Background: an optimization exercise with open tools, aiming at small area, a short achievable clock period and few clock cycles per item. Do not read the settings as production practice.
No activity file was given, so power comes from the tool's default toggle rates.

== v13 ==
Design four_key_debounce_long_press_events, start of the top module:
module four_key_debounce_long_press_events #(
  parameter int TIME_BITS = fkd_pkg::TIME_BITS_DEF
) (
  input  logic                         clk,
  input  logic                         rst_n,
  input  logic                         in_valid,
  output logic                         in_ready,
  input  logic                         in_operation,
  input  logic [fkd_pkg::NOW_W-1:0]    in_now_time,
  input  logic [fkd_pkg::NUM_KEYS-1:0] in_raw_pressed,
  output logic                         out_valid,
  input  logic                         out_ready,
  output logic [fkd_pkg::EV_W-1:0]     out_event_code,
  output logic [fkd_pkg::NUM_KEYS-1:0] out_stable_keys,
  input  logic                         cfg_valid,
  output logic                         cfg_ready,
  input  logic [fkd_pkg::CFG_IDX_W-1:0] cfg_index,
  input  logic [fkd_pkg::MS_W-1:0]     cfg_data
);
For scale: ~1200 cells after synthesis, roughly 240 flip-flops, about 0.014 mm2 of cells after synthesis.
clock: 13.0 ns
lec_check: 0
cap_margin: 20
core_margin: 2
core_utilization: 55
cts_buf_list: sky130_fd_sc_hd__clkbuf_16
cts_cluster_diameter: 80
cts_cluster_size: 25
slew_margin: 20
standard.sh (not shown) runs the stock make flow with config.mk's settings and CLKGATE_MAP_FILE= SYNTH_SCRIPT=/design/flow/synth_recipe.tcl, a recipe that flattens the netlist after the stock synthesis.
==> flow/flow/run.sh <==
#!/bin/bash
# Own layout flow: the standard flow (standard synthesis unchanged), with
# timing repair aimed below the clock period, strong output port buffers and
# small input port buffers. Each tool's output goes to the logs under orfs/.
set -euo pipefail
here=$(pwd)
export SETUP_SLACK_MARGIN=${SETUP_SLACK_MARGIN:-9.45}
export BUFFER_PORTS_ARGS="-buffer_cell sky130_fd_sc_hd__buf_4"
export PRE_RESIZE_TCL=$here/flow/ports.tcl
bash standard.sh > std_flow.log 2>&1
==> flow/flow/ports.tcl <==
# Sourced before the placement resize step: the input ports keep their own
# buffer, but the smallest one; timing repair upsizes any that need it.
foreach inst [get_cells input*] {
  if { [get_property [get_lib_cells -of_objects $inst] name] == "sky130_fd_sc_hd__buf_4" } {
    replace_cell $inst sky130_fd_sc_hd__buf_1
  }
}
--- input diff v13..v6 ---
diff --git a/flow/flow/run.sh b/flow/flow/run.sh
--- a/flow/flow/run.sh
+++ b/flow/flow/run.sh
@@ -7 +7 @@
-export SETUP_SLACK_MARGIN=${SETUP_SLACK_MARGIN:-9.45}
+export SETUP_SLACK_MARGIN=${SETUP_SLACK_MARGIN:-9.6}
==> comparison <==
Of v6 and v13, the run reporting the higher via count was v6. Sort v6 and v13 by via count normalized by instance count, ascending, and v13 comes first. The run with more routed wire is v6, not v13. Looking at number of cells on the worst reg-to-reg path, v6 sits 1 below v13.
Input-level comparison between v42 and v6:
diff --git a/flow/flow/run.sh b/flow/flow/run.sh
--- a/flow/flow/run.sh
+++ b/flow/flow/run.sh
@@ -7 +7 @@
-export SETUP_SLACK_MARGIN=${SETUP_SLACK_MARGIN:-9.6}
+export SETUP_SLACK_MARGIN=${SETUP_SLACK_MARGIN:-9.35}
==> run notes <==
The final reports for v42 and v6 show cell area lower in the former. Compared with v6, v42 shows worst-case setup margin in the final layout lower by 34 ps. The maximum clock frequency of v42 is lower than that of v6. Via count: lower on v42. Between v42 and v6, the final net count is lower for v42.
Input changes introduced in v11 (baseline for comparison: v42):
# v42
export LEC_CHECK = 0
export CAP_MARGIN = 20
export CORE_MARGIN = 2
export CORE_UTILIZATION = 55
export CTS_BUF_LIST = sky130_fd_sc_hd__clkbuf_16
export CTS_CLUSTER_DIAMETER = 80
export CTS_CLUSTER_SIZE = 25
export SLEW_MARGIN = 20
create_clock -name core_clock -period 13.0 [get_ports {clk}]
# v11
export LEC_CHECK = 0
export CAP_MARGIN = 20
export CORE_MARGIN = 2
export CORE_UTILIZATION = 55
export CTS_BUF_LIST = sky130_fd_sc_hd__clkbuf_16
export CTS_CLUSTER_DIAMETER = 100
export CTS_CLUSTER_SIZE = 30
export SLEW_MARGIN = 20
create_clock -name core_clock -period 13.0 [get_ports {clk}]
diff --git a/flow/flow/run.sh b/flow/flow/run.sh
--- a/flow/flow/run.sh
+++ b/flow/flow/run.sh
@@ -7 +7 @@
-export SETUP_SLACK_MARGIN=${SETUP_SLACK_MARGIN:-9.35}
+export SETUP_SLACK_MARGIN=${SETUP_SLACK_MARGIN:-9.45}
### Flow results
- Clock power went down by more than 10% going from v42 to v11.
- v11 vs v42, capturing instance or port of the critical path: out_valid vs out_event_code[2]
- Via count delta (v42 -> v11): insignificant
- There was hardly any difference in wire length between v42 and v11.
- Each of the runs, namely v11 and v42, reached the end of the flow and came out clean.
- Clock-pin transition on the worst setup and hold timing paths: v11 vs v42 up 20 ps
- On fmax, v11 does better than v42.
- Going from v42 to v11, design area now larger, worst-case setup margin in the final layout now larger.
No run of this note included a check of the RTL's function; only the layout flow was run.

==> afterwards: timing with drivers on the ports <==
How much do the figures lean on ideal ports? The routed layouts below were timed once more, with nothing changed but the port constraints.
Step 1: set_driving_cell puts a clkbuf_16 on clk and a buf_2 on each other input, an assumption about the parent block.
Step 2 moves the port delays by t, midway between the first and last clock arrival at a register: inputs arrive t later, outputs are due t later. That takes back most of the time a late clock gives input paths.
a / b / c = ideal / step 1 / step 2; a / b = the first two.
run | t (ns) | slack for setup (ns) | hold slack, ns | worst setup path at the end | latest minus earliest clock arrival (ns)
v13 | 0.543 | 9.426 / 9.376 / 9.150 | 0.466 / 0.466 / 0.466 | input to register | 0.047 / 0.047
v6 | 0.550 | 9.429 / 9.382 / 9.221 | 0.465 / 0.465 / 0.465 | input to register | 0.027 / 0.027
v42 | 0.544 | 9.396 / 9.346 / 9.156 | 0.468 / 0.468 / 0.468 | input to register | 0.048 / 0.048
v11 | 0.524 | 9.443 / 9.396 / 9.163 | 0.470 / 0.470 / 0.470 | input to register | 0.024 / 0.025
After both steps every run listed still meets setup and hold. For v11, which loses most, drivers alone change the setup slack by -0.047 ns; drivers and shift together by -0.280 ns.
